This is an optimization exercise on Yosys and OpenROAD, whose aim is small area, a short achievable clock period and few clock cycles per item, not a production implementation. In this exercise RTL edits were held to simulation tests only and were not proved equivalent to the original. Power and IR drop assume default switching activity.

### flow/design.v
package apb4_sram_pkg;
  typedef enum logic [1:0] {
    ST_IDLE   = 2'd0,
    ST_SETUP  = 2'd1,
    ST_WAIT   = 2'd2,
    ST_ACCESS = 2'd3
  } apb_state_e;
  localparam int DEF_ADDR_W      = 32;
  localparam int DEF_DATA_W      = 32;
  localparam int DEF_DEPTH       = 64;
  localparam int DEF_WAIT_CYCLES = 2;
  localparam int WAIT_CYCLES_MAX = 15;
  localparam int CNT_W           = 4;
  function automatic logic [CNT_W-1:0] wait_load(input int cycles);
    if (cycles > WAIT_CYCLES_MAX) begin
      wait_load = CNT_W'(WAIT_CYCLES_MAX);
    end else if (cycles < 0) begin
      wait_load = {CNT_W{1'b0}};
    end else begin
      wait_load = CNT_W'(cycles);
    end
  endfunction
endpackage
module apb4_sram_mem
#(
  parameter int DATA_W = apb4_sram_pkg::DEF_DATA_W,
  parameter int DEPTH  = apb4_sram_pkg::DEF_DEPTH,
  parameter int AW     = 6
) (
  input  logic                clk,
  input  logic                we,
  input  logic [DATA_W/8-1:0] be,
  input  logic [AW-1:0]       waddr,
  input  logic [DATA_W-1:0]   wdata,
  input  logic [AW-1:0]       raddr,
  output logic [DATA_W-1:0]   rdata
);
  logic [DATA_W-1:0] mem_r [DEPTH];
  always_ff @(posedge clk) begin
    if (we) begin
      for (int b = 0; b < DATA_W/8; b++) begin
        if (be[b]) begin
          mem_r[waddr][b*8 +: 8] <= wdata[b*8 +: 8];
        end
      end
    end
  end
  assign rdata = mem_r[raddr];
endmodule
module apb4_sram_slave
#(
  parameter int ADDR_W      = apb4_sram_pkg::DEF_ADDR_W,
  parameter int DATA_W      = apb4_sram_pkg::DEF_DATA_W,
  parameter int DEPTH       = apb4_sram_pkg::DEF_DEPTH,
  parameter int WAIT_CYCLES = apb4_sram_pkg::DEF_WAIT_CYCLES
) (
  input  logic                pclk,
  input  logic                presetn,
  input  logic                psel,
  input  logic                penable,
  input  logic                pwrite,
  input  logic [ADDR_W-1:0]   paddr,
  input  logic [DATA_W-1:0]   pwdata,
  input  logic [DATA_W/8-1:0] pstrb,
  output logic [DATA_W-1:0]   prdata,
  output logic                pready,
  output logic                pslverr
);
  localparam int BYTES  = DATA_W / 8;
  localparam int OFF_W  = $clog2(BYTES);
  localparam int MEM_AW = (DEPTH > 1) ? $clog2(DEPTH) : 1;
  apb4_sram_pkg::apb_state_e        state_r;
  apb4_sram_pkg::apb_state_e        cur_state_s;
  apb4_sram_pkg::apb_state_e        next_state_s;
  logic [apb4_sram_pkg::CNT_W-1:0]  cnt_r;
  logic [apb4_sram_pkg::CNT_W-1:0]  cnt_next_s;
  logic [MEM_AW-1:0] addr_r;
  logic              write_r;
  logic              err_r;
  logic              pready_r;
  logic              pslverr_r;
  logic [DATA_W-1:0] prdata_r;
  logic [ADDR_W-1:0] word_idx_s;
  logic              misalign_s;
  logic              range_err_s;
  logic              err_s;
  logic              err_cur_s;
  logic              pready_next_s;
  logic              pslverr_next_s;
  logic [DATA_W-1:0] prdata_next_s;
  logic              mem_we_s;
  logic [BYTES-1:0]  be_s;
  logic [DATA_W-1:0] mem_rdata_s;
  always_comb begin
    word_idx_s  = paddr >> OFF_W;
    misalign_s  = (paddr & ADDR_W'(BYTES - 1)) != {ADDR_W{1'b0}};
    range_err_s = word_idx_s >= ADDR_W'(DEPTH);
    err_s       = misalign_s | range_err_s;
  end
  always_comb begin
    be_s = pstrb;
  end
  always_comb begin
    if (state_r == apb4_sram_pkg::ST_IDLE && psel && !penable) begin
      cur_state_s = apb4_sram_pkg::ST_SETUP;
    end else begin
      cur_state_s = state_r;
    end
  end
  always_comb begin
    next_state_s = apb4_sram_pkg::ST_IDLE;
    cnt_next_s   = {apb4_sram_pkg::CNT_W{1'b0}};
    case (cur_state_s)
      apb4_sram_pkg::ST_IDLE: begin
        next_state_s = apb4_sram_pkg::ST_IDLE;
        cnt_next_s   = {apb4_sram_pkg::CNT_W{1'b0}};
      end
      apb4_sram_pkg::ST_SETUP: begin
        next_state_s = (WAIT_CYCLES > 0) ? apb4_sram_pkg::ST_WAIT : apb4_sram_pkg::ST_ACCESS;
        cnt_next_s   = apb4_sram_pkg::wait_load(WAIT_CYCLES);
      end
      apb4_sram_pkg::ST_WAIT: begin
        if (!psel) begin
          next_state_s = apb4_sram_pkg::ST_IDLE;
          cnt_next_s   = {apb4_sram_pkg::CNT_W{1'b0}};
        end else if (cnt_r <= 4'd1) begin
          next_state_s = apb4_sram_pkg::ST_ACCESS;
          cnt_next_s   = {apb4_sram_pkg::CNT_W{1'b0}};
        end else begin
          next_state_s = apb4_sram_pkg::ST_WAIT;
          cnt_next_s   = cnt_r - 4'd1;
        end
      end
      apb4_sram_pkg::ST_ACCESS: begin
        next_state_s = apb4_sram_pkg::ST_IDLE;
        cnt_next_s   = {apb4_sram_pkg::CNT_W{1'b0}};
      end
      default: begin
        next_state_s = apb4_sram_pkg::ST_IDLE;
        cnt_next_s   = {apb4_sram_pkg::CNT_W{1'b0}};
      end
    endcase
  end
  always_comb begin
    if (cur_state_s == apb4_sram_pkg::ST_SETUP) begin
      err_cur_s = err_s;
    end else begin
      err_cur_s = err_r;
    end
    pready_next_s  = (next_state_s == apb4_sram_pkg::ST_ACCESS);
    pslverr_next_s = (next_state_s == apb4_sram_pkg::ST_ACCESS) && err_cur_s;
    if (cur_state_s == apb4_sram_pkg::ST_SETUP && !pwrite) begin
      prdata_next_s = err_s ? {DATA_W{1'b0}} : mem_rdata_s;
    end else begin
      prdata_next_s = prdata_r;
    end
    mem_we_s = (cur_state_s == apb4_sram_pkg::ST_ACCESS) && psel && penable && write_r && !err_r;
  end
  always_ff @(posedge pclk or negedge presetn) begin
    if (!presetn) begin
      state_r   <= apb4_sram_pkg::ST_IDLE;
      cnt_r     <= {apb4_sram_pkg::CNT_W{1'b0}};
      pready_r  <= 1'b0;
      pslverr_r <= 1'b0;
      prdata_r  <= {DATA_W{1'b0}};
    end else begin
      state_r   <= next_state_s;
      cnt_r     <= cnt_next_s;
      pready_r  <= pready_next_s;
      pslverr_r <= pslverr_next_s;
      prdata_r  <= prdata_next_s;
    end
  end
  always_ff @(posedge pclk or negedge presetn) begin
    if (!presetn) begin
      addr_r  <= {MEM_AW{1'b0}};
      write_r <= 1'b0;
      err_r   <= 1'b0;
    end else if (cur_state_s == apb4_sram_pkg::ST_SETUP) begin
      addr_r  <= word_idx_s[MEM_AW-1:0];
      write_r <= pwrite;
      err_r   <= err_s;
    end else begin
      addr_r  <= addr_r;
      write_r <= write_r;
      err_r   <= err_r;
    end
  end
  apb4_sram_mem #(
    .DATA_W (DATA_W),
    .DEPTH  (DEPTH),
    .AW     (MEM_AW)
  ) u_mem (
    .clk    (pclk),
    .we     (mem_we_s),
    .be     (be_s),
    .waddr  (addr_r),
    .wdata  (pwdata),
    .raddr  (word_idx_s[MEM_AW-1:0]),
    .rdata  (mem_rdata_s)
  );
  assign prdata  = prdata_r;
  assign pready  = pready_r;
  assign pslverr = pslverr_r;
endmodule
### flow/run.sh
#!/bin/bash
# synth_recipe.tcl (not shown) runs the flow's synth.tcl, then flattens the netlist and writes it again
# the make line also repeats each setting of config.mk as NAME=value (left out here)
make -C /OpenROAD-flow-scripts/flow DESIGN_CONFIG=/design/flow/config.mk WORK_HOME=/design/flow/orfs CLKGATE_MAP_FILE= SYNTH_SCRIPT=/design/flow/synth_recipe.tcl finish
### flow/config.mk
export PLATFORM = sky130hd
export DESIGN_NAME = apb4_sram_slave
export DESIGN_NICKNAME = apb4_sram_slave
export VERILOG_FILES = /design/flow/design.v
export SDC_FILE = /design/flow/constraint.sdc
export NUM_CORES = 4
export LEC_CHECK = 0
export CAP_MARGIN = 20
export CORE_MARGIN = 2
export CORE_UTILIZATION = 40
export SLEW_MARGIN = 20
### flow/constraint.sdc
create_clock -name core_clock -period 3.3 [get_ports {pclk}]
set_input_delay 0.6600 -clock core_clock [delete_from_list [all_inputs] [get_ports {pclk}]]
set_output_delay 0.6600 -clock core_clock [all_outputs]
set_load 0.01 [all_outputs]
==> results of run 1 <==
sequential cells by signal, summed over array words and instances (netlist names):
name         cells
err_r            1
pready_r         1
prdata_r        32
cnt_r            4
u_mem.mem_r   2048
write_r          1
state_r          2
pslverr_r        1
addr_r           6
kinds of logic after synthesis:
family / count (synthesis)
flip-flops: 2096
AND/OR/NAND/NOR: 599
multiplexers: 734
buffers and inverters: 258
AO/OA/AOI/OAI: 402
XOR/XNOR: 2
adder cells (fa/ha/maj): 5
final cells by class:
| cell class | count | share of cell area [%] |
|---|---|---|
| clock inverters | 112 | 1.05 |
| flip-flops and latches | 2096 | 65.0 |
| inverters | 7 | 0.0273 |
| multi-input cells | 1742 | 18.8 |
| clock buffers | 277 | 5.84 |
| well taps | 2688 | 3.49 |
| repair buffers | 621 | 5.68 |
| diodes | 17 | 0.0441 |
critical path: stages, from the launching register on:
cell                      delay (ns)
sky130_fd_sc_hd__dfrtp_1        0.46
sky130_fd_sc_hd__nor3b_1        0.82
sky130_fd_sc_hd__nand2_1        0.71
sky130_fd_sc_hd__buf_4          0.42
sky130_fd_sc_hd__nor2_1         0.21
sky130_fd_sc_hd__buf_4          0.19
worst min-delay path by stage:
stage | start | end | slack (ns)
after floorplan | presetn | addr_r[0]$_DFFE_PN0N_ | 0.36
after global placement | cnt_r[0]$_DFF_PN0_ | cnt_r[0]$_DFF_PN0_ | 0.48
after detailed placement | cnt_r[0]$_DFF_PN0_ | cnt_r[0]$_DFF_PN0_ | 0.51
after CTS | pwdata[17] | u_mem.mem_r[57][17]$_DFFE_PP_ | 0.24
after global routing | pwdata[4] | u_mem.mem_r[20][4]$_DFFE_PP_ | 0.27
final | pwdata[4] | u_mem.mem_r[20][4]$_DFFE_PP_ | 0.29
metrics by stage:
stage	utilization, %	total power [mW]	setup slack [ns]
3_3_place_gp	43.9	33.7	0.0507
2_1_floorplan	-	31.7	0.728
3_5_place_dp	43.9	33.7	0.0255
5_1_grt	47.2	57.9	0.205
4_1_cts	47.1	56.6	0.388
6_report	47.2	56.3	0.196
cell usage in the layout (no fill, tap or decap), types with 6 or more instances in the layout:
master / n
sky130_fd_sc_hd__edfxtp_1: 2048
sky130_fd_sc_hd__buf_4: 466
sky130_fd_sc_hd__mux4_2: 396
sky130_fd_sc_hd__nor2_1: 268
sky130_fd_sc_hd__mux2_2: 242
sky130_fd_sc_hd__clkbuf_16: 215
sky130_fd_sc_hd__nand2_1: 139
sky130_fd_sc_hd__mux2i_1: 96
sky130_fd_sc_hd__nor3_1: 95
sky130_fd_sc_hd__o22ai_1: 90
sky130_fd_sc_hd__a22oi_1: 85
sky130_fd_sc_hd__clkdlybuf4s50_1: 68
sky130_fd_sc_hd__o21ai_0: 60
sky130_fd_sc_hd__a21oi_1: 60
sky130_fd_sc_hd__clkbuf_1: 60
sky130_fd_sc_hd__buf_12: 55
sky130_fd_sc_hd__clkinv_1: 50
sky130_fd_sc_hd__dfrtp_1: 48
sky130_fd_sc_hd__nor2b_1: 33
sky130_fd_sc_hd__clkinv_2: 32
sky130_fd_sc_hd__a211oi_1: 31
sky130_fd_sc_hd__o31ai_1: 29
sky130_fd_sc_hd__buf_2: 28
sky130_fd_sc_hd__a221oi_2: 27
sky130_fd_sc_hd__diode_2: 17
sky130_fd_sc_hd__bufinv_16: 17
sky130_fd_sc_hd__nand3_1: 10
sky130_fd_sc_hd__nor3b_1: 9
sky130_fd_sc_hd__nor4_1: 7
sky130_fd_sc_hd__inv_1: 6
sky130_fd_sc_hd__nand2_2: 6
sky130_fd_sc_hd__nand2b_1: 6
routing by layer:
layer | global-route usage [%] | up-vias | share of wire [%]
li1 | - | 18000 | -
met1 | 29.8 | 22500 | 41
met2 | 32.8 | 1867 | 46
met3 | 4.69 | 375 | 8.7
met4 | 6.81 | 12 | 3.4
met5 | 0 | - | 0.091
power groups by stage:
stage	Clock (mW)	Combinational (mW)	Sequential [mW]
floorplan	0	1.87	29.9
global placement	0	3.73	29.9
detailed placement	0	3.77	29.9
CTS	23.5	3.78	29.4
global route	24.5	3.97	29.4
finish	23.1	3.81	29.4
cells in the mapped netlist (2+ instances only):
cell type,number
sky130_fd_sc_hd__o211ai_1,2
sky130_fd_sc_hd__edfxtp_1,2048
sky130_fd_sc_hd__nor2b_1,33
sky130_fd_sc_hd__o22ai_1,90
sky130_fd_sc_hd__a22oi_1,85
sky130_fd_sc_hd__dfrtp_1,48
sky130_fd_sc_hd__nor3b_1,10
sky130_fd_sc_hd__mux2_2,242
sky130_fd_sc_hd__and2_1,3
sky130_fd_sc_hd__buf_2,91
sky130_fd_sc_hd__nand4_1,3
sky130_fd_sc_hd__nor4b_1,2
sky130_fd_sc_hd__o31ai_1,29
sky130_fd_sc_hd__nor4_1,7
sky130_fd_sc_hd__xnor2_1,2
sky130_fd_sc_hd__a2bb2oi_1,2
sky130_fd_sc_hd__buf_4,49
sky130_fd_sc_hd__nand2b_1,7
sky130_fd_sc_hd__a21oi_1,60
sky130_fd_sc_hd__o21ai_0,60
sky130_fd_sc_hd__mux2i_1,96
sky130_fd_sc_hd__and3b_1,5
sky130_fd_sc_hd__a31oi_1,3
sky130_fd_sc_hd__nor3_1,95
sky130_fd_sc_hd__and3_1,3
sky130_fd_sc_hd__a211oi_1,31
sky130_fd_sc_hd__buf_1,6
sky130_fd_sc_hd__clkbuf_1,91
sky130_fd_sc_hd__ha_1,5
sky130_fd_sc_hd__buf_6,13
sky130_fd_sc_hd__nand3_1,10
sky130_fd_sc_hd__or2_2,4
sky130_fd_sc_hd__inv_1,7
sky130_fd_sc_hd__o21ai_1,4
sky130_fd_sc_hd__mux4_2,396
sky130_fd_sc_hd__a221oi_2,27
sky130_fd_sc_hd__nand2_1,144
sky130_fd_sc_hd__nor2_1,269
==> results.txt, run 1 <==
Summing all non-filler instances in the final layout gives an area of 96400 um2. The initial detailed-routing violation count came out at 5074. The classification of the worst setup path is flip-flop to flip-flop. The worst hold-check slack came out at 0.289 ns. The count of input and output buffers is 106. In the synthesized netlist the dominant register cell turns out to be sky130_fd_sc_hd__edfxtp_1. The first-pass GRT wire length came out at 317000 um. Measured against its own limit, the worst slew margin works out to 23.2%.

The proportion of synthesized flip-flops having asynchronous set or reset came out at 2.29%. The count of placed standard cells including taps came out at 7152. The top-level port count came out at 107. The clock-pin transition on the worst setup and hold timing paths came out at 0.06 ns. The analysis attributes to net switching a power of 12.4 mW. The tree is rooted in a sky130_fd_sc_hd__clkbuf_16.

The power per cell area is 584 nW/um2. Setup violations remaining at the end of the flow were counted as 0. The type of destination of the critical path is a flip-flop. Setup total negative slack on the finished layout was measured at 0 ns.

The via count of the first global-routing pass was 42900. The first-pass iteration count of the detailed router is 10. The die boundary width is 457 um. The count of filler cells inserted in the layout is 17000. In this run the critical register-to-register path is launched from addr_r[5]$_DFFE_PN0N_. Summing the areas of all fa, ha and maj instances in the mapped netlist gives 0.0761% of the synthesized area.

TritonCTS built the clock tree. The initial antenna violation count is 33. The sequential fraction of design power came out at 52.2%. The top cell type by total area after synthesis is sky130_fd_sc_hd__edfxtp_1. The simple logic cell fraction of the synthesized area came out at 3.20%. The die is 457 um tall.

Timing would allow up to 0.322 GHz. The total number of vias came out at 42700. The area after detailed placement is 89700 um2. The number of antenna-violating nets in the routed design is 0. The maximum net fanout on the critical path came out at 9. The transition time of the tightest slew-check pin is 1.15 ns.

The data arrival time of the critical path came out at 3.65 ns. Max-cap violations in this run came to 0. The run finished with no timing, DRC or antenna violations. The pin count of the biggest net entering global routing is 65. Tracing the worst setup path back leads to its startpoint at addr_r[5]$_DFFE_PN0N_. The clock latency on the worst-skew pair is 0.85 ns.

After synthesis the cells add up to 82200 um2. The worst setup skew after layout came out at 0.0312 ns. In the synthesized netlist, the number of instances is 4096. The path type of the worst min-delay path is primary input to flip-flop. The startpoint type of the worst setup path is a flip-flop.

The finished layout holds 7560 standard cells, fillers aside. The number of enable-type register cells in the synthesized netlist came out at 2048. The final net count is 4756. The period utilization came out at 94.1%. The count of clock tree sinks came out at 2096. In this run switching power makes up 22.1% of total power. For this configuration, the core starts out at a cell density of 40.2%. Internal power comes to 43.9 mW.

The capturing instance or port of the critical path is u_mem.mem_r[20][5]$_DFFE_PP_. The number of setup buffers added after CTS came out at 0. The floorplan step defined a die boundary enclosing 209000 um2. The logic gate share of total power came out at 6.8%. The area growth from synthesis to layout came out at 17.3%.

Clock tree synthesis inserted a total of 210 buffers. The area fraction in compound gates after synthesis is 3.42%. The worst flop-to-flop path endpoint is u_mem.mem_r[20][5]$_DFFE_PP_. The main combinational cell family by area after synthesis is multiplexers. The number of cell rows is 166. The max-slew violation count is 0. The total of warnings raised by yosys is 2.

The half-perimeter wire length after detailed placement came out at 147000 um. In the routed design, unresolved DRC markers number 0. The H-tree depth came out at 4. Counting instances, the worst hold path has a depth of 1. The maximum buffer depth of the clock tree is 3. Summing all flip-flop and latch instances after layout gives 62700 um2. The proportion of layout cells with a drive suffix above 1 came out at 31.2%.

The data required time of the worst path came out at 3.84 ns. Counting every net in the synthesized netlist gives 4174. The sequential fraction of the synthesis area came out at 76.3%. The global-route total usage across every layer is 21.1%. The worst-case IR drop observed on VDD is 430 uV. The number of hold violations in the final report was 0. The routed via count divided by cell count came out at 5.65. Setup repair after global routing left no endpoint under its margin. The area of the core region is 204000 um2. In the synthesized netlist, mux cells make up 15.3% of the area.

The number of synthesized register bits came out at 2096. The distinct cell type count of the synthesized netlist is 52. The parity-gate share of the synthesized area counting xor and xnor cells is 0.0213%. Summed over all cells, the static leakage comes to 31.0 nW. The worst register-to-register path has a depth of 5. The portion of synthesized cell area occupied by the leading cell type is 74.8%. At the end of routability-driven placement, the weighted congestion stood at 0.889.

The footprint of the multi-input gates is 18200 um2. The remaining global-route overflow is 0. The post-detailed-route wirelength per cell is 29.5 um. The count of hold buffers inserted by post-cts repair came out at 1. By area the synthesized netlist is led by sky130_fd_sc_hd__edfxtp_1 75%, sky130_fd_sc_hd__mux4_2 11%, sky130_fd_sc_hd__mux2_2 3.3%, sky130_fd_sc_hd__dfrtp_1 1.5%, sky130_fd_sc_hd__nor2_1 1.2%. The worst path in the final design needs a cycle of 3.10 ns, including I/O delays and setup.

In this run, post-CTS repair resized a total of 0 instances. Wires add up to 223000 um. The part of the power in the clock network came out at 41.0%. The mean instance size in the synthesized netlist came out at 20.1 um2. For flop-to-flop paths, the worst setup slack is 0.20 ns.
Testbench counts, summed over its fixed seeds: cycles 160,000, transfers 40,000.
==> run 2, diff against run 1 <==
==> flow/design.v (replaced) <==
package apb4_sram_pkg;
  typedef enum logic [1:0] {
    ST_IDLE   = 2'd0,
    ST_SETUP  = 2'd1,
    ST_WAIT   = 2'd2,
    ST_ACCESS = 2'd3
  } apb_state_e;
  localparam int DEF_ADDR_W      = 32;
  localparam int DEF_DATA_W      = 32;
  localparam int DEF_DEPTH       = 64;
  localparam int DEF_WAIT_CYCLES = 2;
  localparam int WAIT_CYCLES_MAX = 15;
  localparam int CNT_W           = 4;
  function automatic logic [CNT_W-1:0] wait_load(input int cycles);
    if (cycles > WAIT_CYCLES_MAX) begin
      wait_load = CNT_W'(WAIT_CYCLES_MAX);
    end else if (cycles < 0) begin
      wait_load = {CNT_W{1'b0}};
    end else begin
      wait_load = CNT_W'(cycles);
    end
  endfunction
endpackage
module apb4_sram_mem
#(
  parameter int DATA_W = apb4_sram_pkg::DEF_DATA_W,
  parameter int DEPTH  = apb4_sram_pkg::DEF_DEPTH,
  parameter int AW     = 6
) (
  input  logic                clk,
  input  logic                we,
  input  logic [DATA_W/8-1:0] be,
  input  logic [AW-1:0]       waddr,
  input  logic [DATA_W-1:0]   wdata,
  input  logic [AW-1:0]       raddr,
  output logic [DATA_W-1:0]   rdata
);
  logic [DATA_W-1:0] mem_r [DEPTH];
  always_ff @(posedge clk) begin
    if (we) begin
      for (int b = 0; b < DATA_W/8; b++) begin
        if (be[b]) begin
          mem_r[waddr][b*8 +: 8] <= wdata[b*8 +: 8];
        end
      end
    end
  end
  assign rdata = mem_r[raddr];
endmodule
module apb4_sram_slave
#(
  parameter int ADDR_W      = apb4_sram_pkg::DEF_ADDR_W,
  parameter int DATA_W      = apb4_sram_pkg::DEF_DATA_W,
  parameter int DEPTH       = apb4_sram_pkg::DEF_DEPTH,
  parameter int WAIT_CYCLES = 0
) (
  input  logic                pclk,
  input  logic                presetn,
  input  logic                psel,
  input  logic                penable,
  input  logic                pwrite,
  input  logic [ADDR_W-1:0]   paddr,
  input  logic [DATA_W-1:0]   pwdata,
  input  logic [DATA_W/8-1:0] pstrb,
  output logic [DATA_W-1:0]   prdata,
  output logic                pready,
  output logic                pslverr
);
  localparam int BYTES  = DATA_W / 8;
  localparam int OFF_W  = $clog2(BYTES);
  localparam int MEM_AW = (DEPTH > 1) ? $clog2(DEPTH) : 1;
  logic [MEM_AW-1:0] addr_r;
  logic              wen_r;
  logic              pready_r;
  logic              pslverr_r;
  logic [DATA_W-1:0] prdata_r;
  logic [ADDR_W-1:0] word_idx_s;
  logic              err_s;
  logic              setup_s;
  logic [BYTES-1:0]  be_s;
  logic [DATA_W-1:0] mem_rdata_s;
  always_comb begin
    word_idx_s = paddr >> OFF_W;
    err_s      = ((paddr & ADDR_W'(BYTES - 1)) != {ADDR_W{1'b0}}) ||
                 (word_idx_s >= ADDR_W'(DEPTH));
  end
  always_comb begin
    be_s = pstrb;
  end
  assign setup_s = psel && !penable && !pready_r;
  always_ff @(posedge pclk or negedge presetn) begin
    if (!presetn) begin
      pready_r  <= 1'b0;
      pslverr_r <= 1'b0;
      wen_r     <= 1'b0;
    end else begin
      pready_r  <= setup_s;
      pslverr_r <= setup_s && err_s;
      wen_r     <= setup_s && pwrite && !err_s;
    end
  end
  always_ff @(posedge pclk) begin
    prdata_r <= err_s ? {DATA_W{1'b0}} : mem_rdata_s;
    addr_r   <= word_idx_s[MEM_AW-1:0];
  end
  apb4_sram_mem #(
    .DATA_W (DATA_W),
    .DEPTH  (DEPTH),
    .AW     (MEM_AW)
  ) u_mem (
    .clk    (pclk),
    .we     (wen_r),
    .be     (be_s),
    .waddr  (addr_r),
    .wdata  (pwdata),
    .raddr  (word_idx_s[MEM_AW-1:0]),
    .rdata  (mem_rdata_s)
  );
  assign prdata  = prdata_r;
  assign pready  = pready_r;
  assign pslverr = pslverr_r;
endmodule
==> run 2 against run 1 <==
Global-route usage fell by 0.31 points. Fmax grew 4.8%. Worst setup slack improved by 0.14 ns. Register-to-register slack gained 0.14 ns. Clock skew is 0.0067 ns higher. Still clean. Largest cell class unchanged. Critical path depth unchanged. Largest power group unchanged. Sequential share of layout area up 1.5 points.
==> results.txt, run 2 <==
The total negative slack is 0 ns (unchanged). The die boundary width came out at 452 um (-1.2%). The starting density of the core is 40.2% (about the same). TritonCTS built the clock tree. The number of synthesized register bits came to 2089 (-0.33%). The logic gate share of total power came out at 4.6% (-2.2 points).

The routability congestion estimate from global placement came to 0.895 (+0.74%). In the layout the commonest cells are 2048 x sky130_fd_sc_hd__edfxtp_1, 539 x sky130_fd_sc_hd__mux4_2, 370 x sky130_fd_sc_hd__buf_4. The highest-delay cell along the critical path is sky130_fd_sc_hd__nor2_1. The number of resized instances in the post-cts repair step came out at 0 (unchanged). The total number of vias came out at 39500 (-7.5%). The data required time of the worst path came to 3.74 ns (-0.10 ns). The transition time of the tightest slew-check pin came out at 1.12 ns (-0.0274 ns). Setup repair after global routing left no endpoint under its margin. The part of the power in the clock network is 42.1% (+1.1 points).

The count of input and output buffers came out at 106 (unchanged). The sequential fraction of the synthesis area is 77.8% (+1.5 points). The data arrival time of the critical path is 3.41 ns (-0.24 ns). The switching part of the total power came to 21.0% (-1.1 points). The remaining global-route overflow is 0 (unchanged). The largest registers in the layout are u_mem.mem_r: 2048 flops, prdata_r: 32 flops, addr_r: 6 flops. The initial antenna violation count is 7 (-79%).

The total clock buffers created by CTS is 204 (-2.9%). The area growth from synthesis to layout is 16.8%. The wire length after detailed routing is 214000 um (-4.2%). The type of destination of the critical path is a flip-flop. The startpoint type of the worst setup path is a flip-flop.

The distinct cell type count of the synthesized netlist came out at 45 (-13%). The H-tree depth came to 4 (unchanged). The max-slew violation count came out at 0 (unchanged). The number of cell rows came out at 164 (-1.2%).

The path type of the worst min-delay path is primary input to flip-flop. The top-level port count is 107 (unchanged). The highest attainable clock frequency came out at 0.338 GHz (+4.8%).

The signal on the critical path passes through nand2_1 -> nor2_1 -> nand2_1 -> buf_4 -> nor2_1. The clock-pin transition on the worst setup and hold timing paths is 0.06 ns (about the same). The worst slew margin relative to its limit was 24.9% (+1.7 points).

The maximum net fanout on the critical path came to 8 (-1). The maximum buffer depth of the clock tree came out at 3 (unchanged). The count of hold buffers inserted by post-cts repair came out at 1 (unchanged). The clock latency on the worst-skew pair is 0.85 ns (about the same). The final count of negative-setup-slack endpoints came out at 0 (unchanged). The flip-flop count of the largest register, all copies and words added was 2048 (unchanged). The number of antenna-violating nets in the routed design is 0 (unchanged). The shortest period the worst path allows came to 2.96 ns (-0.142 ns).

The final cell count without fillers is 6985 (-7.6%). The max capacitance violation total is 0 (unchanged). The top cell family by delay on the critical path is simple AND/OR/NAND/NOR gates. The number of enable-type register cells in the synthesized netlist came to 2048 (unchanged).

The cell with the most instances after synthesis is sky130_fd_sc_hd__edfxtp_1. The proportion of layout cells with a drive suffix above 1 came out at 30.5% (-0.72 points). The flow ran to the end and the layout has no timing, DRC or antenna violations.

The first-pass GRT wire length is 302000 um (-4.8%). The CTS root buffer is sky130_fd_sc_hd__clkbuf_16. The library cell used most frequently in the layout, excluding fill and tap cells, is sky130_fd_sc_hd__edfxtp_1.

The largest stage delay on the critical path is 0.63 ns (-0.19 ns). The count of placed standard cells including taps is 6601 (-7.7%). The routed via count divided by cell count is 5.66 (+0.12%). The final net count was 4225 (-11%). The via count of the first global-routing pass is 39600 (-7.7%). The post-detailed-route wirelength per cell is 30.6 um (+3.7%). The power per cell area came out at 583 nW/um2 (-0.18%).

The total of warnings raised by yosys came out at 2 (unchanged). The portion of synthesized cell area occupied by the leading cell type came out at 76.7% (+1.9 points). The number of remaining DRC errors is 0 (unchanged).

The number of setup buffers added after CTS is 0 (unchanged). The switching power of the nets came out at 11.5 mW (-7.7%). The leakage dissipation is 29.5 nW (-4.8%).

The sequential fraction of design power is 53.3% (+1.1 points). The half-perimeter wire length after detailed placement is 142000 um (-3.7%). In the synthesized netlist the dominant register cell turns out to be sky130_fd_sc_hd__edfxtp_1. The post-route core utilization is 47.0% (-0.22 points). The period utilization was 89.8% (-4.3 points). The classification of the worst setup path is flip-flop to flip-flop. The synthesized instance count came out at 3637 (-11%). The pin count of the biggest net entering global routing came out at 65 (unchanged).

The cell-internal power came out at 43.1 mW (-1.7%). The y dimension of the die is 452 um (-1.2%). The post-route total power came out at 54.6 mW (-3.0%).

The register with the most flip-flops in the final layout is u_mem.mem_r. The area enclosed by the die boundary came out at 204000 um2 (-2.5%). The number of hold violations in the final report came out at 0 (unchanged). The worst setup skew after layout is 0.0378 ns (+0.00669 ns).

The area of the core region came to 199000 um2 (-2.4%). The top cell type by total area after synthesis is sky130_fd_sc_hd__edfxtp_1. The proportion of synthesized flip-flops having asynchronous set or reset is 0.144% (-2.1 points). The buffering stage count on the worst path with inverters included came out at 1 (-1).

The global-route total usage across every layer is 20.8% (-0.31 points). The initial detailed-routing violation count is 4680 (-7.8%). The mean instance size in the synthesized netlist came to 22.0 um2 (+9.8%).

The worst ir drop on vdd came to 561 uV (+31%). The net count after synthesis was 3710 (-11%). The count of clock tree sinks came out at 2089 (-0.33%). By area the synthesized netlist is led by sky130_fd_sc_hd__edfxtp_1 77%, sky130_fd_sc_hd__mux4_2 15%, sky130_fd_sc_hd__nor2_1 1.2%, sky130_fd_sc_hd__dfxtp_1 0.95%, sky130_fd_sc_hd__mux2i_1 0.89%. The first-pass iteration count of the detailed router came out at 8 (-2). The synthesized cell area is 80200 um2 (-2.5%).

The commonest cells after synthesis are 2048 x sky130_fd_sc_hd__edfxtp_1, 539 x sky130_fd_sc_hd__mux4_2, 264 x sky130_fd_sc_hd__nor2_1.
==> run 2: power groups by stage <==
stage | Clock [mW] | Sequential (mW) | Combinational [mW]
after floorplan | 0 | 29.7 | 1.28
after global placement | 0 | 29.7 | 2.48
after detailed placement | 0 | 29.7 | 2.52
after CTS | 23.3 | 29.1 | 2.53
after global routing | 24.3 | 29.1 | 2.64
final | 23.0 | 29.1 | 2.50
==> run 2: area by class of cell <==
cell class,instances,area [um2]
Fill cell,16400,106000
Tap cell,2656,3320
Clock buffer,251,5410
Multi-Input combinational cell,1322,16700
Inverter,16,60.1
Timing Repair Buffer,519,4660
Sequential cell,2089,62300
Clock inverter,130,1180
Antenna cell,2,5.00
==> run 2: stage by stage <==
stage | hold WS (ns) | worst slack (ns) | cell area [um2]
2_1_floorplan | 0.364 | 0.717 | 80200
3_3_place_gp | 0.452 | 0.0556 | 87000
3_5_place_dp | 0.458 | 0.00262 | 87000
4_1_cts | 0.144 | 0.395 | 93600
5_1_grt | 0.148 | 0.238 | 93600
6_report | 0.195 | 0.338 | 93600
==> run 2: cell families after synthesis <==
group                  Yosys count  synth area share, %
AOI/OAI and AO/OA              203                 1.84
buffers and inverters          226                 1.44
DFF                           2089                 77.8
muxes                          633                 16.4
and+or+nand+nor                486                 2.60
==> run 2: path summary, 6_finish.rpt <==
path | start | to | slack [ns] | cells past startpoint
worst max-delay path | addr_r[2]$_DFF_P_ | u_mem.mem_r[53][6]$_DFFE_PP_ | 0.34 | 5
worst min-delay path | paddr[6] | addr_r[4]$_DFF_P_ | 0.20 | 1
worst max register to register | addr_r[2]$_DFF_P_ | u_mem.mem_r[53][6]$_DFFE_PP_ | 0.34 | 5
worst min register to register | pready_r$_DFF_PN0_ | pready_r$_DFF_PN0_ | 0.47 | 1
max in group asynchronous | presetn | pslverr_r$_DFF_PN0_ | 2.62 | 2
min in group asynchronous | presetn | pready_r$_DFF_PN0_ | 0.54 | 2
==> run 2: layer usage <==
metal	up-vias	routed length, um	GRT usage (%)
li1	16300	-	-
met1	21200	86400	29.0
met2	1656	103000	32.9
met3	316	17300	4.25
met4	2	7330	6.98
met5	-	26	0.0700
Testbench counts of run 2, summed over its fixed seeds: cycles 80,000, transfers 40,000.
==> run 3, diff against run 2 <==
--- a/flow/design.v
+++ b/flow/design.v
@@ -33,8 +33,11 @@
   input  logic [AW-1:0]       waddr,
   input  logic [DATA_W-1:0]   wdata,
   input  logic [AW-1:0]       raddr,
+  input  logic                re,
   output logic [DATA_W-1:0]   rdata
 );
+  localparam int GRP  = 8;
+  localparam int NGRP = DEPTH / GRP;
   logic [DATA_W-1:0] mem_r [DEPTH];
   always_ff @(posedge clk) begin
     if (we) begin
@@ -45,7 +48,34 @@
       end
     end
   end
-  assign rdata = mem_r[raddr];
+  logic [GRP-1:0]  rsel_lo;
+  logic [NGRP-1:0] rsel_hi;
+  always_comb begin
+    for (int i = 0; i < GRP; i++) begin
+      rsel_lo[i] = (raddr[2:0] == 3'(i));
+    end
+    for (int i = 0; i < NGRP; i++) begin
+      rsel_hi[i] = re && (raddr[AW-1:3] == (AW-3)'(i));
+    end
+  end
+  for (genvar b = 0; b < DATA_W; b++) begin : g_rbit
+    logic [NGRP-1:0] grp;
+    for (genvar g = 0; g < NGRP; g++) begin : g_grp
+      logic [GRP-1:0] col;
+      for (genvar k = 0; k < GRP; k++) begin : g_col
+        assign col[k] = mem_r[g*GRP + k][b];
+      end
+      apb4_sram_andor8 u_lo (.a (col), .s (rsel_lo), .y (grp[g]));
+    end
+    apb4_sram_andor8 u_hi (.a (grp), .s (rsel_hi), .y (rdata[b]));
+  end
+endmodule
+module apb4_sram_andor8 (
+  input  logic [7:0] a,
+  input  logic [7:0] s,
+  output logic       y
+);
+  assign y = |(a & s);
 endmodule
 module apb4_sram_slave
 #(
@@ -100,7 +130,7 @@
     end
   end
   always_ff @(posedge pclk) begin
-    prdata_r <= err_s ? {DATA_W{1'b0}} : mem_rdata_s;
+    prdata_r <= mem_rdata_s;
     addr_r   <= word_idx_s[MEM_AW-1:0];
   end
   apb4_sram_mem #(
@@ -114,6 +144,7 @@
     .waddr  (addr_r),
     .wdata  (pwdata),
     .raddr  (word_idx_s[MEM_AW-1:0]),
+    .re     (!err_s),
     .rdata  (mem_rdata_s)
   );
   assign prdata  = prdata_r;
--- a/flow/config.mk
+++ b/flow/config.mk
@@ -7,5 +7,10 @@
 export LEC_CHECK = 0
 export CAP_MARGIN = 20
 export CORE_MARGIN = 2
-export CORE_UTILIZATION = 40
+export CORE_UTILIZATION = 60
+export CTS_CLUSTER_DIAMETER = 100
+export CTS_CLUSTER_SIZE = 30
+export SETUP_SLACK_MARGIN = 1.2
 export SLEW_MARGIN = 20
+export SYNTH_HIERARCHICAL = 1
+export SYNTH_MINIMUM_KEEP_SIZE = 0
==> run 3 against run 2 <==
Largest cell class unchanged. Synthesized cell count is 7.5% higher. Worst setup slack better by 0.82 ns. Register-to-register slack improved by 0.86 ns. Clock power decreased by 47%. Clock skew fell by 0.0080 ns. Flip-flop and latch count did not move.
==> results.txt, run 3 <==
The flow ran to the end and the layout has no timing, DRC or antenna violations. u_mem.mem_r holds more flip-flops than any other register. The portion of synthesized cell area occupied by the leading cell type came out at 82.5% (+5.7 points). The count of cells along the worst register-to-register path was 4 (-1). The synthesized instance count is 3911 (+7.5%). STA classifies the critical path startpoint as a primary input.

TritonCTS built the clock tree. The first-pass GRT wire length is 284000 um (-5.9%). The number of enable-type register cells in the synthesized netlist is 2048 (unchanged). The clock latency on the worst-skew pair came to 0.71 ns (-0.14 ns). The initial detailed-routing violation count was 6445 (+38%). sky130_fd_sc_hd__edfxtp_1 takes more of the synthesized area than any other cell. The cell with the most instances after synthesis is sky130_fd_sc_hd__edfxtp_1. The library cells used most frequently in the layout, excluding fill and tap cells, are 2048 x sky130_fd_sc_hd__edfxtp_1, 1096 x sky130_fd_sc_hd__a22oi_1, 294 x sky130_fd_sc_hd__nand4_1.

The number of synthesized register bits came to 2089 (unchanged). The number of hold violations in the final report came out at 0 (unchanged). The count of clock tree sinks came out at 2089 (unchanged). The total of warnings raised by yosys came out at 8 (+6). The routed via count divided by cell count came out at 6.99 (+24%).

The final cell count without fillers came out at 6034 (-14%). The data required time of the worst path is 3.89 ns (+0.15 ns). The transition time of the tightest slew-check pin came out at 0.895 ns (-0.227 ns). The maximum buffer depth of the clock tree came to 3 (unchanged).

The distinct cell type count of the synthesized netlist is 25 (-44%). The capturing instance or port of the critical path is prdata_r[17]$_DFF_P_. The power per cell area is 516 nW/um2 (-12%). The number of cell rows was 129 (-21%).

The worst register-to-register path ends at u_mem.mem_r[41][27]$_DFFE_PP_. The area of the core region came to 123000 um2 (-38%). Tracing the worst setup path back leads to its startpoint at paddr[2].

The number of antenna repair diodes came out at 0 (-2). The post-detailed-route wirelength per cell is 32.9 um (+7.5%). The proportion of layout cells with a drive suffix above 1 came out at 15.5% (-15 points).

The shortest period the worst path allows came out at 2.14 ns (-0.822 ns). The mean instance size in the synthesized netlist is 19.1 um2 (-13%). The proportion of synthesized flip-flops having asynchronous set or reset is 0.144% (unchanged). The worst setup skew after layout is 0.0299 ns (-0.00800 ns).

The total number of vias was 42200 (+6.7%). The count of input and output buffers came out at 106 (unchanged). The number of antenna-violating nets in the routed design is 0 (unchanged). The leakage dissipation came to 25.1 nW (-15%).

The number of remaining DRC errors came to 0 (unchanged). The sequential fraction of the synthesis area came out at 83.6% (+5.8 points). The via count of the first global-routing pass is 40400 (+2.1%). The area growth from synthesis to layout is 12.9%.

The H-tree depth is 3 (-1). The max capacitance violation total came out at 0 (unchanged). The worst slew margin relative to its limit is 40.3% (+15 points).

The global-route total usage across every layer came to 31.0% (+10 points). The pin count of the biggest net entering global routing came to 81 (+25%). The path type of the worst min-delay path is primary input to async pin. The maximum net fanout on the critical path came out at 16 (+8).

The area after detailed placement is 79900 um2 (-8.2%). The flip-flop count of the largest register, all copies and words added is 2048 (unchanged). The max-slew violation count came out at 0 (unchanged).

The cell sitting at the root of the clock tree is a sky130_fd_sc_hd__clkbuf_16. The final count of negative-setup-slack endpoints came out at 0 (unchanged). The count of placed standard cells including taps came to 5844 (-11%).

The y dimension of the die was 357 um (-21%). The finished layout cell area came out at 84200 um2 (-10%). The die boundary width was 357 um (-21%).

The setup slack of the critical path after layout came out at 1.16 ns (+0.822 ns). The worst setup slack for register-to-register paths was 1.20 ns (+0.86 ns). STA classifies the critical path endpoint as a flip-flop. The starting density of the core came out at 60.4% (+20 points). The top-level port count is 107 (unchanged).

The post-route total power came out at 43.4 mW (-20%). The count of hold buffers inserted by post-cts repair came out at 0 (-1). The final net count came out at 4410 (+4.4%). The classification of the worst setup path is primary input to flip-flop. In the final layout, the registers with the most flip-flops are u_mem.mem_r: 2048 flops, prdata_r: 32 flops, addr_r: 6 flops. The wire length after detailed routing is 198000 um (-7.2%). The start of the worst register-to-register path is wen_r$_DFF_PN0_. The data arrival time of the critical path came out at 2.73 ns (-0.68 ns).

The net count after synthesis came out at 3984 (+7.4%). Leaving out fill and tap cells, the most frequent cell in the layout is sky130_fd_sc_hd__edfxtp_1. The initial antenna violation count came to 4 (-3). The synthesized cell area is 74600 um2 (-7.0%). Ranked by instance count, the synthesized netlist is headed by 2048 x sky130_fd_sc_hd__edfxtp_1, 1152 x sky130_fd_sc_hd__a22oi_1, 294 x sky130_fd_sc_hd__nand4_1. The routability congestion estimate from global placement came out at 0.864 (-3.5%). The post-route core utilization was 68.2% (+21 points). The worst-case setup slack after placement came to -0.356 ns (-0.359 ns). By area the synthesized netlist is led by sky130_fd_sc_hd__edfxtp_1 82%, sky130_fd_sc_hd__a22oi_1 12%, sky130_fd_sc_hd__nand4_1 2.5%, sky130_fd_sc_hd__nor2_1 1.3%, sky130_fd_sc_hd__dfxtp_1 1.0%. The total clock buffers created by CTS came to 79 (-61%).

The highest attainable clock frequency came out at 0.467 GHz (+38%). Setup repair after global routing could not meet its margin everywhere. The period utilization is 64.9% (-25 points). In the synthesized netlist the dominant register cell turns out to be sky130_fd_sc_hd__edfxtp_1. The first-pass iteration count of the detailed router is 6 (-2). The area enclosed by the die boundary is 127000 um2 (-38%). The clock-pin transition on the worst setup and hold timing paths was 0.11 ns (+0.05 ns). The remaining global-route overflow came out at 0 (unchanged). The worst ir drop on vdd was 498 uV (-11%).

The half-perimeter wire length after detailed placement came out at 123000 um (-13%).
-- run 3: changes by cell type in the layout (fill, tap and decap cells not counted), moves of 124 or more --
cell and change:
sky130_fd_sc_hd__a22oi_1 +1090, sky130_fd_sc_hd__mux4_2 -539, sky130_fd_sc_hd__nand4_1 +291, sky130_fd_sc_hd__buf_4 -174, sky130_fd_sc_hd__nor2_1 -150, sky130_fd_sc_hd__clkbuf_16 -126, sky130_fd_sc_hd__nand2_1 -124
-- run 3: final cells by class --
type / count / area, um2
multi-input cells: 1768 / 13200
well taps: 1637 / 2050
repair buffers: 399 / 4290
clock buffers: 140 / 2250
flip-flops and latches: 2089 / 62400
clock inverters: 1 / 16.3
fillers: 8012 / 39300
-- run 3: modules after synthesis (local to each module, per instance), excerpt --
module,times used,cells,cell area [um2]
apb4_sram_andor8,288,5,36.3
apb4_sram_slave,1,58,965
-- run 3: worst max-delay path, cell delays in order --
cell	delay (ns)
sky130_fd_sc_hd__buf_12	0.10
sky130_fd_sc_hd__buf_12	0.14
sky130_fd_sc_hd__nor4_4	0.35
sky130_fd_sc_hd__and4b_2	0.32
sky130_fd_sc_hd__nor3_4	0.05
sky130_fd_sc_hd__buf_6	0.13
sky130_fd_sc_hd__buf_12	0.12
sky130_fd_sc_hd__nand2_8	0.09
sky130_fd_sc_hd__nor2_4	0.07
sky130_fd_sc_hd__buf_12	0.17
sky130_fd_sc_hd__a22oi_1	0.30
sky130_fd_sc_hd__nand4_1	0.14
-- run 3: repair_timing --
action                                  CTS  global route
endpoints found under the hold margin     0             0
gates cloned                              8             2
gates resized for setup                 312           128
setup buffers                            23            16
pin swaps                                26            34
setup endpoints to repair              1538           653
-- run 3: kinds of logic (layout without fill, tap and decap cells) --
group	count (synthesis)	count (layout)	synth area share, %
flip-flops	2089	2089	83.6
AO/OA/AOI/OAI	1153	1153	11.6
AND/OR/NAND/NOR	614	615	4.43
buffers and inverters	55	540	0.371
-- run 3: stage by stage --
stage / hold WS [ns] / setup TNS, ns
2_1_floorplan: 0.364 / -93.59
3_3_place_gp: 0.479 / -6.70
3_5_place_dp: 0.476 / -9.48
4_1_cts: 0.0917 / 0
5_1_grt: 0.110 / 0
6_report: 0.124 / 0
-- run 3: how the worst min path moves through the flow --
| stage | start | end | slack, ns | depth (start not counted) |
|---|---|---|---|---|
| 2_1_floorplan | presetn | pready_r$_DFF_PN0_ | 0.36 | 0 |
| 4_1_cts | presetn | pready_r$_DFF_PN0_ | 0.09 | 1 |
| 3_5_place_dp | pready_r$_DFF_PN0_ | pready_r$_DFF_PN0_ | 0.48 | 1 |
| 6_report | presetn | pslverr_r$_DFF_PN0_ | 0.12 | 1 |
| 5_1_grt | presetn | pready_r$_DFF_PN0_ | 0.11 | 1 |
| 3_3_place_gp | pready_r$_DFF_PN0_ | pready_r$_DFF_PN0_ | 0.48 | 1 |
-- run 3: per-layer routing --
layer | up-vias | track usage, % | routed length, um
li1 | 17700 | - | -
met1 | 22000 | 44.8 | 77800
met2 | 2197 | 50.6 | 98000
met3 | 255 | 3.99 | 17600
met4 | 2 | 8.55 | 5020
met5 | - | 0 | 13
-- run 3: power breakdown --
group	internal [mW]	leakage, nW	switching (mW)
combinational	0.572	5.22	1.54
clock	4.72	1.07	7.48
sequential	29.1	18.8	0.0191
Testbench counts of run 3, summed over its fixed seeds: cycles 80,000, transfers 40,000.
==> run 4, diff against run 3 <==
--- a/flow/config.mk
+++ b/flow/config.mk
@@ -7,7 +7,7 @@
 export LEC_CHECK = 0
 export CAP_MARGIN = 20
 export CORE_MARGIN = 2
-export CORE_UTILIZATION = 60
+export CORE_UTILIZATION = 45
 export CTS_CLUSTER_DIAMETER = 100
 export CTS_CLUSTER_SIZE = 30
 export SETUP_SLACK_MARGIN = 1.2
==> run 4 against run 3 <==
Still clean. Clock power is essentially flat. Critical path depth decreased by 2. Die area up 33%. Worst setup slack better by 0.022 ns.
==> results.txt, run 4 <==
By count the netlist is led by 2048 x sky130_fd_sc_hd__edfxtp_1, 1152 x sky130_fd_sc_hd__a22oi_1, 294 x sky130_fd_sc_hd__nand4_1. Traced cell by cell, the critical path runs through buf_2 -> bufbuf_16 -> buf_4 -> nor2_4 -> buf_12 -> buf_12 -> a22oi_2 -> nand4_1 -> a22oi_2 -> nand4_1. The global-route total usage across every layer came out at 23.5% (-7.5 points). The number of hold violations in the final report is 0 (unchanged). Leaving out fill and tap cells, the most frequent cells in the layout are 2048 x sky130_fd_sc_hd__edfxtp_1, 1076 x sky130_fd_sc_hd__a22oi_1, 294 x sky130_fd_sc_hd__nand4_1.

The total number of vias is 42000 (-0.33%). The buffering stage count on the worst path with inverters included came out at 5 (unchanged). The synthesized instance count is 3911 (unchanged). The library cell used most frequently in the layout, excluding fill and tap cells, is sky130_fd_sc_hd__edfxtp_1.

By area the synthesized netlist is led by sky130_fd_sc_hd__edfxtp_1 82%, sky130_fd_sc_hd__a22oi_1 12%, sky130_fd_sc_hd__nand4_1 2.5%, sky130_fd_sc_hd__nor2_1 1.3%, sky130_fd_sc_hd__dfxtp_1 1.0%. The number of remaining DRC errors is 0 (unchanged). The period utilization was 64.2% (-0.66 points). The half-perimeter wire length after detailed placement is 124000 um (+0.76%). The maximum net fanout on the critical path came out at 56 (+40). The startpoint type of the worst setup path is a primary input. The proportion of layout cells with a drive suffix above 1 is 16.8% (+1.3 points). The pin count of the biggest net entering global routing is 95 (+17%).

The power per cell area was 511 nW/um2 (-0.89%). The area of the core region came out at 165000 um2 (+33%). The total of warnings raised by yosys is 8 (unchanged). The classification of the worst setup path is primary input to flip-flop. The routed via count divided by cell count is 6.30 (-9.9%). The distinct cell type count of the synthesized netlist came to 25 (unchanged). The number of enable-type register cells in the synthesized netlist came out at 2048 (unchanged). The number of synthesized register bits came to 2089 (unchanged). The die boundary width came out at 411 um (+15%). The remaining global-route overflow came out at 0 (unchanged). The count of clock tree sinks is 2089 (unchanged). The synthesized design spends more area on one cell type than any other, namely sky130_fd_sc_hd__edfxtp_1. The flow ran to the end and the layout has no timing, DRC or antenna violations. By instance count, the leading cell after synthesis is sky130_fd_sc_hd__edfxtp_1. The proportion of synthesized flip-flops having asynchronous set or reset is 0.144% (unchanged). Among all stages on the critical path, the largest delay is contributed by sky130_fd_sc_hd__a22oi_2. The leakage dissipation is 25.4 nW (+1.3%). The largest registers in the layout are u_mem.mem_r: 2048 flops, prdata_r: 32 flops, addr_r: 6 flops. The first-pass GRT wire length came to 291000 um (+2.6%). The worst hold-check slack is 0.101 ns (-0.0223 ns).

The path type of the worst min-delay path is primary input to async pin. The routability congestion estimate from global placement came out at 0.808 (-6.5%). The final count of negative-setup-slack endpoints is 0 (unchanged). The area enclosed by the die boundary was 169000 um2 (+33%). The primary flip-flop cell chosen by synthesis mapping is sky130_fd_sc_hd__edfxtp_1.

The total negative slack is 0 ns (unchanged). The net count after synthesis came out at 3984 (unchanged). The largest stage delay on the critical path is 0.37 ns (+0.02 ns). The CTS root buffer is sky130_fd_sc_hd__clkbuf_16. The max-slew violation count is 0 (unchanged).

The final net count was 4492 (+1.9%). The final cell count without fillers is 6671 (+11%). More flip-flops sit in one register than any other, and that register is u_mem.mem_r. The initial antenna violation count came out at 5 (+1).

The CTS tree is yes. The top-level port count came out at 107 (unchanged). The area growth from synthesis to layout came out at 14.4%.

The mean instance size in the synthesized netlist is 19.1 um2 (unchanged). The portion of synthesized cell area occupied by the leading cell type came to 82.5% (unchanged). The y dimension of the die is 411 um (+15%). The synthesized cell area came out at 74600 um2 (unchanged). The sequential fraction of the synthesis area was 83.6% (unchanged). STA classifies the critical path endpoint as a flip-flop. The clock latency on the worst-skew pair came out at 0.73 ns (+0.02 ns). The data arrival time of the critical path came to 2.70 ns (-0.03 ns). The worst slew margin relative to its limit is 28.4% (-12 points). The worst setup skew after layout came out at 0.0321 ns (+0.00226 ns). Setup repair after global routing could not meet its margin everywhere.

The count of input and output buffers came to 106 (unchanged). The post-detailed-route wirelength per cell came to 30.8 um (-6.2%). The max capacitance violation total is 0 (unchanged). The via count of the first global-routing pass is 40400 (-0.037%). The starting density of the core is 45.2% (-15 points). The total clock buffers created by CTS is 79 (unchanged). The highest attainable clock frequency came out at 0.472 GHz (+1.0%). The count of hold buffers inserted by post-cts repair is 0 (unchanged). The clock-pin transition on the worst setup and hold timing paths came out at 0.11 ns (about the same). The top cell family by delay on the critical path is buffers and inverters. The first-pass iteration count of the detailed router is 6 (unchanged).

The data required time of the worst path is 3.88 ns (about the same). The shortest period the worst path allows came out at 2.12 ns (-0.0219 ns). The initial detailed-routing violation count is 5242 (-19%). The maximum buffer depth of the clock tree came out at 3 (unchanged).

The number of cell rows is 149 (+16%). The H-tree depth is 3 (unchanged). The number of antenna-violating nets in the routed design is 0 (unchanged).

The transition time of the tightest slew-check pin was 1.07 ns (+0.180 ns). The count of placed standard cells including taps came to 6476 (+11%). The wire length after detailed routing came to 206000 um (+3.7%). The worst ir drop on vdd came out at 377 uV (-24%). The flip-flop count of the largest register, all copies and words added came out at 2048 (unchanged).
run 4: cell types whose count changed in the layout (fill, tap and decap cells not counted), sizes merged, moves of 2 or more:
cell and change:
clkdlybuf4s15 +21, buf +80, dlymetal6s2s -3, inv +2, clkbuf +7, clkdlybuf4s50 -2, diode +2, dlygate4sd2 -22
run 4: final cells by class:
type | count | area, um2
flip-flops and latches | 2089 | 62400
diodes | 2 | 5.00
clock buffers | 139 | 2310
well taps | 2189 | 2740
fillers | 13300 | 79500
repair buffers | 481 | 4720
clock inverters | 3 | 36.3
multi-input cells | 1768 | 13100
run 4: repair_timing:
action | in CTS | in global routing
pin swaps | 38 | 40
setup buffers | 29 | 10
gates cloned | 6 | 6
gates resized for setup | 340 | 116
setup endpoints to repair | 1727 | 353
run 4: cells by family (layout without fill, tap and decap cells):
family	count (synthesis)	after routing	share of synthesized area, %
other	0	2	0
AOI/OAI and AO/OA	1153	1153	11.6
and+or+nand+nor	614	615	4.43
DFF	2089	2089	83.6
buffers and inverters	55	623	0.371
run 4: metal layers:
layer	track usage, %	routed length, um	up-vias
met2	37.9	98600	2004
met5	0	10	-
met1	34.0	86200	21900
met3	3.65	17000	198
met4	5.35	3960	2
li1	-	-	17900
run 4: modules after synthesis, one instance, submodules excluded, excerpt:
module | cells | times used | cell area [um2]
apb4_sram_andor8 | 5 | 288 | 36.3
apb4_sram_slave | 58 | 1 | 965
run 4: report_power, final:
group          total (mW)  switching (mW)  internal [mW]
sequential           29.1          0.0217           29.1
combinational        2.02            1.45          0.567
clock                12.5            7.63           4.87
total                43.6            9.10           34.5
run 4: final timing paths:
| kind | start | end | slack (ns) | cells past startpoint |
|---|---|---|---|---|
| worst max-delay path | paddr[3] | prdata_r[10]$_DFF_P_ | 1.18 | 10 |
| worst min-delay path | presetn | pready_r$_DFF_PN0_ | 0.10 | 1 |
| worst max register to register | wen_r$_DFF_PN0_ | u_mem.mem_r[7][18]$_DFFE_PP_ | 1.21 | 3 |
| worst min register to register | pready_r$_DFF_PN0_ | pready_r$_DFF_PN0_ | 0.49 | 1 |
| max in group asynchronous | presetn | wen_r$_DFF_PN0_ | 3.05 | 1 |
| min in group core_clock | pwdata[18] | u_mem.mem_r[12][18]$_DFFE_PP_ | 0.20 | 1 |
run 4: stage by stage:
stage | cell area, um2 | setup slack (ns) | util [%] | total power [mW]
after floorplan | 74600 | -2.92 | - | 30.5
after global placement | 81100 | -0.259 | 49.2 | 31.5
after detailed placement | 81100 | -0.301 | 49.2 | 31.6
after CTS | 84800 | 1.09 | 51.4 | 43.7
after global routing | 85300 | 1.14 | 51.8 | 44.7
final | 85300 | 1.18 | 51.8 | 43.6
run 4: worst register-to-register path, stage by stage (launching register included):
cell                        delay, ns
sky130_fd_sc_hd__dfrtp_2         0.64
sky130_fd_sc_hd__nand4bb_1       0.43
sky130_fd_sc_hd__nor2_1          0.52
sky130_fd_sc_hd__buf_4           0.24
==> run 5, diff against run 4 <==
--- a/flow/config.mk
+++ b/flow/config.mk
@@ -7,10 +7,10 @@
 export LEC_CHECK = 0
 export CAP_MARGIN = 20
 export CORE_MARGIN = 2
-export CORE_UTILIZATION = 45
+export CORE_UTILIZATION = 60
 export CTS_CLUSTER_DIAMETER = 100
-export CTS_CLUSTER_SIZE = 30
-export SETUP_SLACK_MARGIN = 1.2
+export CTS_CLUSTER_SIZE = 24
+export SETUP_SLACK_MARGIN = 1.7
 export SLEW_MARGIN = 20
 export SYNTH_HIERARCHICAL = 1
 export SYNTH_MINIMUM_KEEP_SIZE = 0
==> run 5 against run 4 <==
Sequential share of layout area fell by 5.8 points. Clock skew up 0.0071 ns. Sequential power barely moved. Flip-flop and latch count is the same. Clock-buffer cell count rose by 33. Design area increased by 8.8%. Fmax rose by 2.7%. Combinational power up 34%. Total power increased by 4.6%. Critical path depth did not move.
==> results.txt, run 5 <==
The total clock buffers created by CTS came out at 97 (+23%). The mean instance size in the synthesized netlist is 19.1 um2 (unchanged). The global-route total usage across every layer is 35.5% (+12 points). The parity-gate share of the synthesized area counting xor and xnor cells is 0% (unchanged). The proportion of synthesized flip-flops having asynchronous set or reset came out at 0.144% (unchanged). The highest attainable clock frequency is 0.485 GHz (+2.7%). The first-pass GRT wire length was 319000 um (+9.6%). By area, the combinational part of the netlist is dominated by compound AO/OA/AOI/OAI gates. The setup slack of the critical path after layout came out at 1.24 ns (+0.0561 ns). In the synthesized netlist, the cells that appear most often are 2048 x sky130_fd_sc_hd__edfxtp_1, 1152 x sky130_fd_sc_hd__a22oi_1, 294 x sky130_fd_sc_hd__nand4_1. The post-route total power came to 45.6 mW (+4.6%). The first-pass iteration count of the detailed router came to 6 (unchanged). The flow ran to the end and the layout has no timing, DRC or antenna violations. The count of hold buffers inserted by post-cts repair came out at 0 (unchanged).

The synthesized cell area was 74600 um2 (unchanged). The cell with the most instances after synthesis is sky130_fd_sc_hd__edfxtp_1. The wire length after detailed routing came out at 229000 um (+11%). The switching part of the total power came out at 21.4% (+0.55 points).

The adder-cell share of the synthesized area is 0% (unchanged). The worst setup skew after layout came to 0.0392 ns (+0.00706 ns). The total number of vias came out at 45700 (+8.8%). The H-tree depth came out at 3 (unchanged).

The final net count came out at 4687 (+4.3%). In the layout the commonest cells are 2048 x sky130_fd_sc_hd__edfxtp_1, 900 x sky130_fd_sc_hd__a22oi_1, 294 x sky130_fd_sc_hd__nand4_1. The period utilization came to 62.5% (-1.7 points). The remaining global-route overflow came out at 0 (unchanged). The initial detailed-routing violation count came to 6983 (+33%). The cell-internal power is 35.8 mW (+3.8%).

The part of the power in the clock network came to 30.3% (+1.6 points). Ranked by total cell area, the synthesized netlist is headed by sky130_fd_sc_hd__edfxtp_1 82%, sky130_fd_sc_hd__a22oi_1 12%, sky130_fd_sc_hd__nand4_1 2.5%, sky130_fd_sc_hd__nor2_1 1.3%, sky130_fd_sc_hd__dfxtp_1 1.0%. The die boundary width came to 357 um (-13%). The leakage dissipation is 27.9 nW (+9.7%).

The count of clock tree sinks came out at 2089 (unchanged). The initial antenna violation count came to 3 (-2). The number of remaining DRC errors came to 0 (unchanged). The number of synthesized register bits is 2089 (unchanged). The proportion of layout cells with a drive suffix above 1 is 28.5% (+12 points). The net count after synthesis was 3984 (unchanged). The area fraction in compound gates after synthesis came out at 11.6% (unchanged). The total negative slack is 0 ns (unchanged). The clock latency on the worst-skew pair is 0.74 ns (about the same).

The power per cell area came out at 491 nW/um2 (-3.9%). The number of antenna-violating nets in the routed design is 0 (unchanged). The largest registers in the layout are u_mem.mem_r: 2048 flops, prdata_r: 32 flops, addr_r: 6 flops. The area of the core region came out at 123000 um2 (-25%). The area enclosed by the die boundary came out at 127000 um2 (-25%). TritonCTS built the clock tree. The worst-case setup slack after placement was -0.0882 ns (+0.213 ns). The maximum buffer depth of the clock tree came to 3 (unchanged). The shortest period the worst path allows came out at 2.06 ns (-0.0561 ns). In this run the worst hold path is classified as primary input to async pin. The logic gate share of total power came out at 5.9% (+1.3 points). The mux contribution to synthesized area is 0% (unchanged). The routability congestion estimate from global placement came out at 0.881 (+8.9%).

Summed over all instances, the cell type with the most area after synthesis is sky130_fd_sc_hd__edfxtp_1. The clock-pin transition on the worst setup and hold timing paths came out at 0.09 ns (-0.02 ns). The simple logic cell fraction of the synthesized area came out at 4.43% (unchanged). The switching power of the nets came out at 9.76 mW (+7.3%). Setup repair after global routing could not meet its margin everywhere. The transition time of the tightest slew-check pin was 0.874 ns (-0.200 ns). The post-detailed-route wirelength per cell is 36.2 um (+17%).

The leading cell type in the layout, fill and taps excluded is sky130_fd_sc_hd__edfxtp_1. The flip-flop count of the largest register, all copies and words added is 2048 (unchanged). The top-level port count is 107 (unchanged). The sequential fraction of the synthesis area came to 83.6% (unchanged).

The count of input and output buffers came out at 106 (unchanged). The largest stage delay on the critical path came to 0.32 ns (-0.05 ns). The highest-delay cell along the critical path is sky130_fd_sc_hd__a22oi_1. The portion of synthesized cell area occupied by the leading cell type came out at 82.5% (unchanged). The number of hold violations in the final report is 0 (unchanged).

The starting density of the core is 60.4% (+15 points). The area growth from synthesis to layout is 24.5%. u_mem.mem_r holds more flip-flops than any other register. The critical path goes through buf_6 -> buf_6 -> buf_12 -> and3b_4 -> buf_12 -> bufbuf_16 -> a22oi_1 -> nand4_1 -> a22oi_2 -> nand4_1.

The max-slew violation count is 0 (unchanged). The number of cell rows is 129 (-13%). The via count of the first global-routing pass came to 43800 (+8.3%). The max capacitance violation total was 0 (unchanged). The total of warnings raised by yosys is 8 (unchanged). STA classifies the critical path startpoint as a primary input. The type of destination of the critical path is a flip-flop. The maximum net fanout on the critical path came to 10 (-82%). The final count of negative-setup-slack endpoints came out at 0 (unchanged). In this run the critical register-to-register path is launched from addr_r[3]$_DFF_P_.

The y dimension of the die is 357 um (-13%). The worst slew margin relative to its limit came out at 41.7% (+13 points). The pin count of the biggest net entering global routing came to 86 (-9.5%).

The data required time of the worst path came to 3.91 ns (+0.03 ns). The worst ir drop on vdd came out at 494 uV (+31%). The half-perimeter wire length after detailed placement is 121000 um (-2.7%). The sequential fraction of design power is 63.7% (-3.0 points). The routed via count divided by cell count came out at 7.22 (+15%). The distinct cell type count of the synthesized netlist came out at 25 (unchanged). The most used flip-flop cell after synthesis is sky130_fd_sc_hd__edfxtp_1. The beginning of the critical path is paddr[4]. The root buffer cell chosen for the clock tree is sky130_fd_sc_hd__clkbuf_16.

The synthesized instance count is 3911 (unchanged). By startpoint and endpoint, the worst setup path is classified as primary input to flip-flop. The number of enable-type register cells in the synthesized netlist is 2048 (unchanged).

The data arrival time of the critical path came to 2.67 ns (-0.03 ns).
==> run 5: cell counts after synthesis <==
Identical to the previous run, type by type.
==> run 5: layout make-up <==
cell class                      count  area [um2]
Sequential cell                  2089       62500
Fill cell                        6863       30700
Multi-Input combinational cell   1772       15600
Timing Repair Buffer              654        9830
Clock buffer                      172        2840
Tap cell                         1637        2050
Clock inverter                      2        38.8
Antenna cell                        2        5.00
==> run 5: what timing repair did <==
| item | in CTS | in global routing |
|---|---|---|
| cloned | 71 | 6 |
| resized for setup | 1298 | 117 |
| setup buffers | 237 | 34 |
| pin swaps | 390 | 119 |
| setup endpoints to repair | 2114 | 2114 |
==> run 5: stage by stage <==
step	instance area, um2	hold WS, ns	std cells	utilization (%)
floorplan	75400	0.364	3911	-
global placement	80200	0.467	5804	65.0
detailed placement	80200	0.475	5804	65.0
CTS	91800	0.0888	6286	74.4
global route	92800	0.111	6326	75.2
finish	92800	0.123	6328	75.2
==> run 5: worst paths after layout <==
| check | to | slack, ns | depth (start not counted) |
|---|---|---|---|
| max in group asynchronous | wen_r$_DFF_PN0_ | 3.00 | 1 |
| max reg2reg | u_mem.mem_r[2][29]$_DFFE_PP_ | 1.28 | 5 |
| max | prdata_r[3]$_DFF_P_ | 1.24 | 10 |
| min | wen_r$_DFF_PN0_ | 0.12 | 1 |
| min in group core_clock | addr_r[2]$_DFF_P_ | 0.19 | 2 |
| min reg2reg | prdata_r[28]$_DFF_P_ | 0.66 | 4 |
==> run 5: power groups by stage <==
stage                     clock network [mW]  logic, mW  registers (mW)
after floorplan                            0      0.813            29.7
after global placement                     0       1.92            29.7
after detailed placement                   0       1.95            29.7
after CTS                               13.8       2.59            29.1
after global routing                    14.7       2.77            29.1
final                                   13.8       2.71            29.1
==> run 5: Yosys stat by module, one instance, submodules excluded, a selection <==
module / area, um2 / cells inside / flops+latches
apb4_sram_slave: 965 / 58 / 41
apb4_sram_andor8: 36.3 / 5 / 0
==> run 5: cell families after synthesis <==
group           after synthesis
compound gates             1153
buf+inv                      55
flops                      2089
simple gates                614
==> run 5: worst max-delay path: cells and delay by family <==
family | cells | cell delay (ns)
compound gates | 2 | 0.59
buf+inv | 5 | 0.84
simple gates | 3 | 0.56
==> run 5: routing by layer <==
metal / up-vias / GRT usage [%] / share of wire, %
li1: 18400 / - / -
met1: 23700 / 50.3 / 37
met2: 3095 / 54.7 / 47
met3: 515 / 7.68 / 12
met4: 6 / 13.8 / 4.4
met5: - / 0 / 0.017

-- static timing again, ports no longer ideal --
No port has a modelled driver above. Below, the same layouts with a new extraction and two added sets of constraints. Step 1 (the two cells are an assumption about what drives the block):
set clk [get_ports {pclk}]
set_driving_cell -lib_cell sky130_fd_sc_hd__clkbuf_16 $clk
set_driving_cell -lib_cell sky130_fd_sc_hd__buf_2 [delete_from_list [all_inputs] $clk]
Step 2 moves the port delays by t, midway between the first and last clock arrival at a register: inputs arrive t later, outputs are due t later. That takes back most of the time a late clock gives input paths. Three values: ideal, step 1, step 2; two values: the first two.
run	t (ns)	slack for setup (ns)	worst setup path after step 2	latest minus earliest clock arrival (ns)	slew at the worst register clock pin (ns)
run 1	0.927	0.196 / 0.196 / -0.037	input to register	0.034 / 0.034	0.06 / 0.06
run 2	0.919	0.338 / 0.338 / 0.047	input to register	0.047 / 0.047	0.07 / 0.07
run 3	0.781	1.160 / 1.159 / 0.413	input to register	0.032 / 0.032	0.12 / 0.12
run 4	0.794	1.182 / 1.166 / 0.436	input to register	0.043 / 0.043	0.12 / 0.12
run 5	0.808	1.238 / 1.280 / 0.480	input to register	0.040 / 0.039	0.11 / 0.11
With both steps, setup timing fails in run 1, where it was met with ideal ports. For run 5, which loses most, drivers alone change the setup slack by +0.042 ns; drivers and shift together by -0.758 ns.
